Context: an optimization exercise on an open-source flow, tuned for small area, a short achievable clock period and few clock cycles per item. The choices shown serve that exercise and are no tape-out recipe.
Only simulation tests tie the RTL to the original design; equivalence was not proved.
No activity file was given, so power comes from the tool's default toggle rates.

// rv_core
module rv_core (
    input  logic                                 clk_i,
    input  logic                                 rstn_i,
    input  logic [rv_core_pkg::xlen-1:0]         imem_data_i,   
    input  logic [rv_core_pkg::xlen-1:0]         addr_i,        
    output logic [rv_core_pkg::xlen-1:0]         imem_addr_o,
    output logic [rv_core_pkg::xlen-1:0]         data_o,        
    output logic                                 update_o,      
    output logic [rv_core_pkg::xlen-1:0]         pc_o,
    output logic [rv_core_pkg::xlen-1:0]         instr_o,
    output logic [rv_core_pkg::reg_addr_w-1:0]   reg_addr_o,
    output logic [rv_core_pkg::xlen-1:0]         reg_data_o,
    output logic [rv_core_pkg::xlen-1:0]         mem_addr_o,
    output logic [rv_core_pkg::xlen-1:0]         mem_data_o,
    output logic                                 mem_wrt_o
);
Size: roughly 6300 cells after synthesis, ~300 I/O pins, about 0.076 mm^2 of cells after synthesis.
Settings: LEC_CHECK=0, CAP_MARGIN=20, CORE_MARGIN=2, CORE_UTILIZATION=35, CTS_CLUSTER_DIAMETER=60, CTS_CLUSTER_SIZE=30, PLACE_DENSITY=0.5, SETUP_SLACK_MARGIN=3.5, SLEW_MARGIN=20; clock period 9.0 ns.
standard.sh (not shown) runs the stock make flow with config.mk's settings and CLKGATE_MAP_FILE= SYNTH_SCRIPT=/design/flow/synth_recipe.tcl, a recipe that flattens the netlist after the stock synthesis.
==> flow/flow/run.sh <==
#!/bin/bash
# Standard layout, with the port buffers made from plain buffers instead of the delay cells
# that buffer_ports picks by default. Each tool's output goes to a log file here.
set -euo pipefail
export BUFFER_PORTS_ARGS="-buffer_cell sky130_fd_sc_hd__buf_4"
bash standard.sh finish > standard_make.log 2>&1
Testbench counts at the start, summed over its fixed seeds: cycles 472,582, instrs 110,324.
Rerun with:
==> flow/flow/run.sh (replaced) <==
#!/bin/bash
# Standard layout, with the port buffers made from plain buffers instead of the delay cells
# that buffer_ports picks by default, and clock tree synthesis without dummy loads.
# Each tool's output goes to a log file here.
set -euo pipefail
export BUFFER_PORTS_ARGS="-buffer_cell sky130_fd_sc_hd__buf_2"
export CTS_ARGS="-sink_clustering_enable -repair_clock_nets -sink_clustering_size 30 -sink_clustering_max_diameter 60 -dont_use_dummy_load"
bash standard.sh finish > standard_make.log 2>&1
CTS_CLUSTER_DIAMETER = default   (was 60)
CTS_CLUSTER_SIZE = default   (was 30)
GPL_TIMING_DRIVEN = 0   (was default)
The changed run completed without violations.
Clock power falls by about a fifth.
Core utilization came out higher by 0.22 points.
Cell count goes up by a few percent.
Die area stays the same.
Cell area increases slightly.
Rerun with:
GPL_TIMING_DRIVEN = default   (was 0)
SETUP_SLACK_MARGIN = 3.7   (was 3.5)
Utilization falls by 1.1 points.
Cell count falls by 4.5%.
Power falls by 4.3%.
Count of clock-buffer cells in the layout falls by 8.
Rerun with:
SETUP_SLACK_MARGIN = 4.1   (was 3.7)
Effect: The new run finished clean; core utilization climbs by 0.55 points; routed wire length climbs by 0.40%; die area does not change; design area increases by 1.4%; first-iteration DRC count rose by 5.8%; sequential cell count is unchanged; synthesized cell count is unchanged; sequential share of layout area decreases by 0.67 points.
Rerun with:
==> flow/flow/run.sh (replaced) <==
#!/bin/bash
# Standard layout, with the port buffers made from plain buffers instead of the delay cells
# that buffer_ports picks by default. Each tool's output goes to a log file here.
set -euo pipefail
export BUFFER_PORTS_ARGS="-buffer_cell sky130_fd_sc_hd__buf_4"
bash standard.sh finish > standard_make.log 2>&1
SETUP_SLACK_MARGIN = 3.5   (was 4.1)
Result:
- final area is higher by about 2.5%
- combinational power went down by about 2%
- sequential share of layout area went down by 1.2 points
- register-to-register slack got worse by 0.55 ns
- non-clock buffer count fell by 54
- worst setup slack degrades by 0.17 ns
- core utilization went up by 1.0 points
Rerun with:
==> flow/flow/run.sh (replaced) <==
#!/bin/bash
# Standard layout, with the port buffers made from plain buffers instead of the delay cells
# that buffer_ports picks by default, and clock tree synthesis without dummy loads.
# Each tool's output goes to a log file here.
set -euo pipefail
export BUFFER_PORTS_ARGS="-buffer_cell sky130_fd_sc_hd__buf_2"
export CTS_ARGS="-sink_clustering_enable -repair_clock_nets -sink_clustering_size 30 -sink_clustering_max_diameter 60 -dont_use_dummy_load"
bash standard.sh finish > standard_make.log 2>&1
SETUP_SLACK_MARGIN = 3.9   (was 3.5)
Effect: The new run completed without violations. Sequential share of layout area climbs by 1.8 points. Total power falls by roughly a tenth. Cell count came out lower by a few percent. Synthesized cell count is unchanged. Maximum frequency increases by a few percent. Global-route usage decreases by 0.35 points. Routed wire length drops slightly.

[port drivers added, routing unchanged]
How much do the figures lean on ideal ports? The routed layouts below were timed once more, with nothing changed but the port constraints.
Step 1 sets driving cells, clkbuf_16 on the clock port and buf_2 on the other inputs (assumed; they add their load-dependent delay and slew).
Step 2 moves the port delays by t, midway between the first and last clock arrival at a register: inputs arrive t later, outputs are due t later. That takes back most of the time a late clock gives input paths.
Slacks: ideal ports / drivers / drivers and shift; pairs: ideal ports / drivers.
run	shift t [ns]	setup slack, ns	clock arrival spread, ns
the first run	0.913	3.517 / 3.280 / 2.907	0.065 / 0.066
the second run	0.902	3.188 / 3.188 / 2.641	0.117 / 0.116
the third run	0.883	3.678 / 3.382 / 3.088	0.094 / 0.095
the fourth run	0.886	3.682 / 3.523 / 3.317	0.107 / 0.106
the fifth run	0.947	3.512 / 3.267 / 2.929	0.088 / 0.088
the sixth run	0.883	3.701 / 3.354 / 3.166	0.124 / 0.125
After both steps setup and hold are still met in every run listed. For the first run, which loses most, drivers alone change the setup slack by -0.237 ns; drivers and shift together by -0.610 ns.
